Source: an optimization exercise on an open RTL-to-GDS flow (aim: small area). Production flows keep margins and buffers that such runs may drop. In this exercise RTL edits were held to simulation tests only and were not proved equivalent to the original. Power and IR drop assume default switching activity.

==> flow/design.v <==
module multicycle_cobra_core #(
   parameter int XLEN = 32,
   parameter int PC_W = 8
) (
   input  logic            clk,
   input  logic            rst,
   output logic            imem_req,
   output logic [PC_W-1:0] imem_addr,
   input  logic            imem_ack,
   input  logic [31:0]     imem_rdata,
   input  logic            in_valid,
   output logic            in_ready,
   input  logic [XLEN-1:0] in_data,
   output logic [XLEN-1:0] out_data,
   output logic            out_valid
);
   localparam logic [1:0] S_CLR = 2'd0, S_FETCH = 2'd1, S_READY = 2'd2;
   logic [4:0]      ph;           
   logic [1:0]      st;
   logic            act;          
   logic            r2;           
   logic [PC_W-1:0] pc;
   logic [31:0]     ir;
   logic            carry_r, neq_r;
   logic [4:0]      sh;           
   logic [31:0]     osr;          
   logic        ir_b, ir_c;
   logic [1:0]  ir_ws;
   logic [4:0]  op, ra1, ra2, wa;
   logic [7:0]  off;
   assign ir_b  = ir[31];
   assign ir_c  = ir[30];
   assign ir_ws = ir[29:28];
   assign op    = ir[27:23];
   assign ra1   = ir[22:18];
   assign ra2   = ir[17:13];
   assign off   = ir[12:5];
   assign wa    = ir[4:0];
   logic [31:0] tails;            
   logic        clr, wr_now, wbit;
   assign clr = (st == S_CLR);
   assign tails[0] = 1'b0;
   genvar gi;
   generate
      for (gi = 1; gi < 32; gi++) begin : g_rf
         logic [31:0] ring;
         logic        we;
         assign we = clr | (wr_now && wa == 5'(gi));
         always_ff @(posedge clk)
            ring <= {(we ? wbit : ring[0]), ring[31:1]};
         assign tails[gi] = ring[0];
      end
   endgenerate
   logic a, b;
   assign a = tails[ra1];
   assign b = tails[ra2];
   logic is_shl, is_shr, is_sra, is_slt, multi, sub;
   assign is_shl = (op == 5'b00001);
   assign is_shr = (op == 5'b00101) || (op == 5'b01101);
   assign is_sra = (op == 5'b01101);
   assign is_slt = (op[4:1] == 4'b0001);
   assign multi  = (ir_ws == 2'b11) && (is_shl || is_shr || is_slt);
   assign sub    = op[3] | op[1];
   logic ph0, ph31;
   logic bb, cin, sum, cout, neq_cur, ltu, lts, lt, eq, flag;
   assign ph0  = (ph == 5'd0);
   assign ph31 = (ph == 5'd31);
   assign bb      = b ^ sub;
   assign cin     = ph0 ? sub : carry_r;
   assign sum     = a ^ bb ^ cin;
   assign cout    = (a & bb) | (a & cin) | (bb & cin);
   assign neq_cur = (~ph0 & neq_r) | (a ^ b);
   assign ltu  = ~cout;
   assign lts  = (a ^ b) ? a : ltu;
   assign lt   = op[0] ? ltu : lts;
   assign eq   = ~neq_cur;
   assign flag = (op[4:3] == 2'b11) &&
                 (op[2] ? ((op[1] ? ltu : lts) ^ op[0]) : (~op[1] & (eq ^ op[0])));
   logic [4:0] tap_idx;
   logic       tap, resbit;
   assign tap_idx = is_shr ? sh : (5'd0 - sh);
   assign tap     = (is_shl && sh == 5'd0) ? a : osr[tap_idx];
   always_comb begin
      case (op)
         5'b00000, 5'b01000:          resbit = sum;
         5'b00100:                    resbit = a ^ b;
         5'b00110:                    resbit = a | b;
         5'b00111:                    resbit = a & b;
         5'b00010, 5'b00011:          resbit = ph0 & carry_r;
         5'b00001, 5'b00101, 5'b01101: resbit = tap;
         default:                     resbit = 1'b0;
      endcase
   end
   logic [31:0] imm_sx;
   assign imm_sx = {{9{ir[27]}}, ir[27:5]};
   always_comb begin
      if (clr)                    wbit = 1'b0;
      else if (ir_ws == 2'b01)    wbit = in_data[ph];
      else if (ir_ws == 2'b10)    wbit = imm_sx[ph];
      else                        wbit = resbit;
   end
   logic ins;
   assign ins = is_shl ? (r2 & a) : is_shr ? (r2 ? (is_sra & osr[31]) : a) : resbit;
   logic A, last, fire, take;
   logic [PC_W-1:0] npc;
   assign A    = act | (st == S_READY && ph0 && !(ir_ws == 2'b01 && !in_valid));
   assign last = act && ph31 && (!multi || r2);
   assign wr_now = A && (ir_ws != 2'b00) && (!multi || r2);
   always_comb begin
      fire = 1'b0;
      if (ir_ws == 2'b11 && A) begin
         if (is_shl)      fire = r2 && (ph == ~sh);
         else if (is_shr) fire = (sh == 5'd0) ? (!r2 && ph31) : (r2 && ph == sh - 5'd1);
         else if (is_slt) fire = r2 && ph31;
         else             fire = ph31;
      end
   end
   assign take = ir_b | (ir_c & flag);
   assign npc  = pc + (take ? PC_W'($signed(off)) : PC_W'(1));
   assign imem_req  = (st == S_FETCH) || (clr && ph31) || last;
   assign imem_addr = last ? npc : pc;
   assign in_ready  = act && ph31 && (ir_ws == 2'b01);
   assign out_data  = osr;
   logic got;
   assign got = imem_req & imem_ack;
   always_ff @(posedge clk or posedge rst) begin
      if (rst) begin
         ph        <= '0;
         st        <= S_CLR;
         act       <= 1'b0;
         r2        <= 1'b0;
         pc        <= '0;
         out_valid <= 1'b0;
      end else begin
         ph        <= ph + 5'd1;
         act       <= A && !ph31;
         if (act && ph31) r2 <= multi && !r2;
         pc        <= imem_addr;
         out_valid <= fire;
         case (st)
            S_CLR:   if (ph31) st <= got ? S_READY : S_FETCH;
            S_FETCH: if (got) st <= S_READY;
            default: if (last && !got) st <= S_FETCH;
         endcase
      end
   end
   always_ff @(posedge clk) begin
      if (got) ir <= imem_rdata;
      carry_r <= ph31 ? lt : cout;
      neq_r   <= neq_cur;
      if (A && !r2 && ph < 5'd5) sh <= {b, sh[4:1]};
      osr     <= {ins, osr[31:1]};
   end
endmodule
Settings: LEC_CHECK=0, ABC_AREA=1, CAP_MARGIN=20, CORE_MARGIN=2, CORE_UTILIZATION=68, PLACE_DENSITY=0.78, SLEW_MARGIN=20; clock period 10.0 ns.
standard.sh (not shown) runs the stock make flow with config.mk's settings and CLKGATE_MAP_FILE= SYNTH_SCRIPT=/design/flow/synth_recipe.tcl, a recipe that flattens the netlist after the stock synthesis.
==> flow/flow/run.sh <==
#!/bin/bash
# Standard ORFS layout with three changes: an area-oriented ABC script for the combinational
# logic (flow/abc_area.script, used through ABC_AREA=1 from a copy of the ORFS scripts folder),
# no hard adder cells (ADDER_MAP_FILE empty, so ABC maps the adders with the rest),
# smaller clock-tree clusters without dummy loads, and buf_1 as the port buffer cell.
set -euo pipefail
rm -rf scripts_abc
cp -r "$FLOW_HOME/scripts" scripts_abc
chmod -R u+w scripts_abc
cp flow/abc_area.script scripts_abc/abc_area.script
export SCRIPTS_DIR="$PWD/scripts_abc"
export CTS_ARGS="-sink_clustering_enable -repair_clock_nets -dont_use_dummy_load -sink_clustering_size 21 -sink_clustering_max_diameter 60 -buf_list sky130_fd_sc_hd__clkbuf_8 -root_buf sky130_fd_sc_hd__clkbuf_16 -tree_buf sky130_fd_sc_hd__clkbuf_16"
export ADDER_MAP_FILE=
export BUFFER_PORTS_ARGS="-buffer_cell sky130_fd_sc_hd__buf_1"
bash standard.sh > standard.log 2>&1
==> flow/flow/abc_area.script <==
strash
&get -n
&deepsyn -T 60
&put
dc2
&get -n
&dch -f
&nf -a
&put
topo
stime -c
The first run ran to the end with no violations.
==> next run, changes <==
==> flow/flow/run.sh (replaced) <==
#!/bin/bash
# Standard ORFS layout; only the clock-tree options and the port buffer cell are changed.
set -euo pipefail
export CTS_ARGS="-sink_clustering_enable -repair_clock_nets -dont_use_dummy_load -sink_clustering_size 21 -sink_clustering_max_diameter 50 -buf_list sky130_fd_sc_hd__clkbuf_8 -root_buf sky130_fd_sc_hd__clkbuf_16 -tree_buf sky130_fd_sc_hd__clkbuf_16"
export BUFFER_PORTS_ARGS="-buffer_cell sky130_fd_sc_hd__buf_1"
bash standard.sh > standard.log 2>&1
CORE_UTILIZATION = 60   (was 68)
PLACE_DENSITY = 0.7   (was 0.78)
removed: flow/flow/abc_area.script
- cell count rose by 15%
- first-iteration DRC count increases by 12%
- setup slack improved by 1.3 ns
- hold slack gets worse by 0.041 ns
- critical path depth went up by 6
- wire length shrinks by 5.0%
- sequential cell count stays the same
==> next run, changes <==
==> flow/run.sh (new file) <==
#!/bin/bash
# synth_recipe.tcl (not shown) runs the flow's synth.tcl, then flattens the netlist and writes it again
# the make line also repeats each setting of config.mk as NAME=value (left out here)
make -C /OpenROAD-flow-scripts/flow DESIGN_CONFIG=/design/flow/config.mk WORK_HOME=/design/flow/orfs CLKGATE_MAP_FILE= SYNTH_SCRIPT=/design/flow/synth_recipe.tcl finish
ABC_AREA = default   (was 1)
CTS_BUF_LIST = sky130_fd_sc_hd__clkbuf_8   (was default)
CTS_CLUSTER_SIZE = 30   (was default)
removed: flow/flow/run.sh
removed: flow/standard.sh
Outcome: The changed run completed with no timing, DRC or antenna violations; worst hold slack gets better by 0.025 ns; non-clock buffer count rises by 5; setup slack gets worse by 1.3 ns; clock skew falls by 0.047 ns; routed wire length rises by roughly a tenth; design area rises by roughly a tenth; synthesized area rises slightly.
==> next run, changes <==
==> flow/flow/run.sh (new file) <==
#!/bin/bash
# Standard ORFS layout with three changes: an area-oriented ABC script for the combinational
# logic (flow/abc_area.script, used through ABC_AREA=1 from a copy of the ORFS scripts folder),
# no hard adder cells (ADDER_MAP_FILE empty, so ABC maps the adders with the rest),
# smaller clock-tree clusters without dummy loads, and buf_1 as the port buffer cell.
set -euo pipefail
rm -rf scripts_abc
cp -r "$FLOW_HOME/scripts" scripts_abc
chmod -R u+w scripts_abc
cp flow/abc_area.script scripts_abc/abc_area.script
export SCRIPTS_DIR="$PWD/scripts_abc"
export CTS_ARGS="-sink_clustering_enable -repair_clock_nets -dont_use_dummy_load -sink_clustering_size 21 -sink_clustering_max_diameter 50 -buf_list sky130_fd_sc_hd__clkbuf_8 -root_buf sky130_fd_sc_hd__clkbuf_16 -tree_buf sky130_fd_sc_hd__clkbuf_16"
export ADDER_MAP_FILE=
export BUFFER_PORTS_ARGS="-buffer_cell sky130_fd_sc_hd__buf_1"
bash standard.sh > standard.log 2>&1
==> flow/flow/abc_area.script (new file) <==
strash
&get -n
&deepsyn -T 60
&put
dc2
&get -n
&dch -f
&nf -a
&put
topo
stime -c
==> flow/standard.sh (new file) <==
#!/bin/bash
# synth_recipe.tcl (not shown) runs the flow's synth.tcl, then flattens the netlist and writes it again
# the make line also repeats each setting of config.mk as NAME=value (left out here)
make -C /OpenROAD-flow-scripts/flow DESIGN_CONFIG=/design/flow/config.mk WORK_HOME=/design/flow/orfs CLKGATE_MAP_FILE= SYNTH_SCRIPT=/design/flow/synth_recipe.tcl "${@:-finish}"
ABC_AREA = 1   (was default)
CTS_BUF_LIST = default   (was sky130_fd_sc_hd__clkbuf_8)
CTS_CLUSTER_SIZE = default   (was 30)
removed: flow/run.sh
What happened:
- The new run completed with no timing, DRC or antenna violations
- via count falls by a little under a tenth
- non-clock buffer count came out lower by 4
- utilization is lower by 5.5 points
- wire length is lower by roughly a tenth
- global-route usage came out lower by 2.2 points
- setup slack loses 0.037 ns
- count of clock-buffer cells in the layout goes down by 108

---

== north ==
RTL: the design.v shown in full above, as it stands there.
Settings: LEC_CHECK=0, ABC_AREA=1, CAP_MARGIN=20, CORE_MARGIN=2, CORE_UTILIZATION=68, PLACE_DENSITY=0.78, SLEW_MARGIN=20; clock period 10.0 ns.
==> flow/flow/run.sh <==
#!/bin/bash
# Standard ORFS layout with three changes: an area-oriented ABC script for the combinational
# logic (flow/abc_area.script, used through ABC_AREA=1 from a copy of the ORFS scripts folder),
# no hard adder cells (ADDER_MAP_FILE empty, so ABC maps the adders with the rest),
# smaller clock-tree clusters without dummy loads, and buf_1 as the port buffer cell.
set -euo pipefail
rm -rf scripts_abc
cp -r "$FLOW_HOME/scripts" scripts_abc
chmod -R u+w scripts_abc
cp flow/abc_area.script scripts_abc/abc_area.script
export SCRIPTS_DIR="$PWD/scripts_abc"
export CTS_ARGS="-sink_clustering_enable -repair_clock_nets -dont_use_dummy_load -sink_clustering_size 21 -sink_clustering_max_diameter 50 -buf_list sky130_fd_sc_hd__clkbuf_8 -root_buf sky130_fd_sc_hd__clkbuf_16 -tree_buf sky130_fd_sc_hd__clkbuf_16"
export ADDER_MAP_FILE=
export BUFFER_PORTS_ARGS="-buffer_cell sky130_fd_sc_hd__buf_1"
bash standard.sh > standard.log 2>&1
==> flow/flow/abc_area.script <==
strash
&get -n
&deepsyn -T 60
&put
dc2
&get -n
&dch -f
&nf -a
&put
topo
stime -c
north reached the final stage; the timing, design-rule and antenna checks on its layout passed.
The following lists how south was set up differently from north:
- a change of CORE_UTILIZATION from 68 to 60
- a change of PLACE_DENSITY from 0.78 to 0.7
==> flow/flow/run.sh <==
#!/bin/bash
# Standard ORFS layout; only the clock-tree options and the port buffer cell are changed.
set -euo pipefail
export CTS_ARGS="-sink_clustering_enable -repair_clock_nets -dont_use_dummy_load -sink_clustering_size 18 -sink_clustering_max_diameter 40 -buf_list sky130_fd_sc_hd__clkbuf_8"
export BUFFER_PORTS_ARGS="-buffer_cell sky130_fd_sc_hd__buf_1"
bash standard.sh > standard.log 2>&1
removed: flow/flow/abc_area.script
Findings:
south completed end to end with timing, DRC and antenna clean. Delta (south minus north): wire length of the first global-routing pass fell 2100 um, area growth from synthesis to layout went up, part of the cycle the worst path needs decreased 12 points, clock period minus worst slack went down, routed wire length fell by 4.2%. Of north and south, south shows the higher final standard cell area without fillers, with north below it. [compare] base=north new=south: area share of buffers outside the clock network ~0 delta; post-layout utilization of the core -8.6 points.
Inputs modified between south and east:
- PLACE_DENSITY: 0.7 -> 0.45
- CORE_UTILIZATION: 60 -> 25
- ABC_AREA: 1 -> unset
==> flow/run.sh (new file) <==
#!/bin/bash
# synth_recipe.tcl (not shown) runs the flow's synth.tcl, then flattens the netlist and writes it again
# the make line also repeats each setting of config.mk as NAME=value (left out here)
make -C /OpenROAD-flow-scripts/flow DESIGN_CONFIG=/design/flow/config.mk WORK_HOME=/design/flow/orfs CLKGATE_MAP_FILE= SYNTH_SCRIPT=/design/flow/synth_recipe.tcl finish
removed: flow/flow/run.sh
removed: flow/standard.sh
Results
From south to east the numbers moved as follows: setup slack moved down, maximum number of pins on one net before global-route repair moved down, total internal power moved up. Between east and south, the difference in sequential cell area in the final layout is negligible. east vs south on share of final layout cell area taken by non-clock buffers: east is the higher one. The higher net count after synthesis came out of south. east ran to completion and came out clean on the timing, design-rule and antenna checks. south: no failed stages, no open violations at the end. Clock-buffer cell count of east exceeds that of south by more than half. The run showing the smaller final worst-path cycle share is south. Changes observed in east relative to south: power share of the clock group now sits higher; met3 track demand over resource in global routing fell 2.3 points; share of the final layout cell area in multi-input gates barely changed.
--- input diff east..west ---
- swapping 25 for 60 in CORE_UTILIZATION
- putting ABC_AREA at 1 where nothing was set
- swapping 0.45 for 0.7 in PLACE_DENSITY
==> flow/flow/run.sh (new file) <==
#!/bin/bash
# Standard ORFS layout; only the clock-tree options and the port buffer cell are changed.
set -euo pipefail
export CTS_ARGS="-sink_clustering_enable -repair_clock_nets -dont_use_dummy_load -sink_clustering_size 32 -sink_clustering_max_diameter 50 -buf_list sky130_fd_sc_hd__clkbuf_16"
export BUFFER_PORTS_ARGS="-buffer_cell sky130_fd_sc_hd__buf_1"
bash standard.sh > standard.log 2>&1
==> flow/standard.sh (new file) <==
#!/bin/bash
# synth_recipe.tcl (not shown) runs the flow's synth.tcl, then flattens the netlist and writes it again
# the make line also repeats each setting of config.mk as NAME=value (left out here)
make -C /OpenROAD-flow-scripts/flow DESIGN_CONFIG=/design/flow/config.mk WORK_HOME=/design/flow/orfs CLKGATE_MAP_FILE= SYNTH_SCRIPT=/design/flow/synth_recipe.tcl "${@:-finish}"
removed: flow/run.sh
Results
west against east; highest clock rate is up by more than 10%. Number of synthesized register bits came out exactly the same in east and west. Delta (west minus east): global routing usage on met2 went up by 15 points, via count of the first global-routing pass went down by 909, via count went down by 181. | maximum clock path buffer count | west vs east | ≈ equal |. Wire length after detailed routing came out lower on west than on east. Looking at part of the total power dissipated in the clock network, west sits 17 points lower than east does.
Edits applied to the flow inputs when going from west to middle:
- a deleted ABC_AREA that had been 1
- an added CTS_CLUSTER_SIZE of 20
- an added CTS_BUF_LIST of sky130_fd_sc_hd__clkbuf_4
==> flow/run.sh (new file) <==
#!/bin/bash
# synth_recipe.tcl (not shown) runs the flow's synth.tcl, then flattens the netlist and writes it again
# the make line also repeats each setting of config.mk as NAME=value (left out here)
make -C /OpenROAD-flow-scripts/flow DESIGN_CONFIG=/design/flow/config.mk WORK_HOME=/design/flow/orfs CLKGATE_MAP_FILE= SYNTH_SCRIPT=/design/flow/synth_recipe.tcl finish
removed: flow/flow/run.sh
removed: flow/standard.sh
--- outcome ---
Diff middle and west: final-layout clock buffer total higher in middle
middle against west: part of the total power dissipated in combinational logic shows a reduction of 1.1 points; cell count after synthesis lower; total number of placement rows climbed about 1.3%; met1 wire length increased about 4.3%; worst-case hold slack increased by 0.044 ns relative to the old numbers.
Taking west over middle, the clock buffer count from CTS ratio works out to 0.23.
middle reports its combinational family with the most area after synthesis as compound AO/OA/AOI/OAI gates while west reports simple AND/OR/NAND/NOR gates.

## port drivers added, routing unchanged
Ports are ideal in the flow. The routed layouts listed here were re-timed in OpenROAD. Step 1 sets driving cells, clkbuf_16 on the clock port and buf_2 on the other inputs (assumed; they add their load-dependent delay and slew). Step 2 also shifts input and output timing later by t, the mid clock arrival at the registers, as if the neighbouring blocks saw the same clock. Three values: no drivers, after step 1, after step 2; two values: the first two.
| run | t, ns | slack for setup (ns) | hold WS [ns] | worst setup path at the end | worst data-port slew with drivers (ns) |
|---|---|---|---|---|---|
| the first run of note 1 | 0.607 | 1.099 / 1.047 / 1.655 | 0.314 / 0.314 / 0.314 | register to output | 0.06 |
| the second run of note 1 | 0.590 | 2.370 / 2.319 / 2.909 | 0.273 / 0.273 / 0.273 | register to output | 0.09 |
| the third run of note 1 | 0.796 | 1.025 / 0.973 / 1.769 | 0.298 / 0.298 / 0.298 | register to output | 0.09 |
| the fourth run of note 1 | 0.588 | 0.988 / 0.932 / 1.520 | 0.282 / 0.282 / 0.282 | register to output | 0.07 |
| north | 0.609 | 1.095 / 1.044 / 1.652 | 0.289 / 0.289 / 0.289 | register to output | 0.06 |
| south | 0.697 | 2.249 / 2.201 / 2.897 | 0.276 / 0.276 / 0.276 | register to output | 0.10 |
| east | 0.692 | 1.106 / 1.048 / 1.740 | 0.282 / 0.282 / 0.282 | register to output | 0.10 |
| west | 0.635 | 2.335 / 2.281 / 2.916 | 0.258 / 0.258 / 0.258 | register to output | 0.10 |
| middle | 1.037 | 0.805 / 0.757 / 1.794 | 0.303 / 0.303 / 0.303 | register to output | 0.09 |
After both steps setup and hold are still met in every run listed.
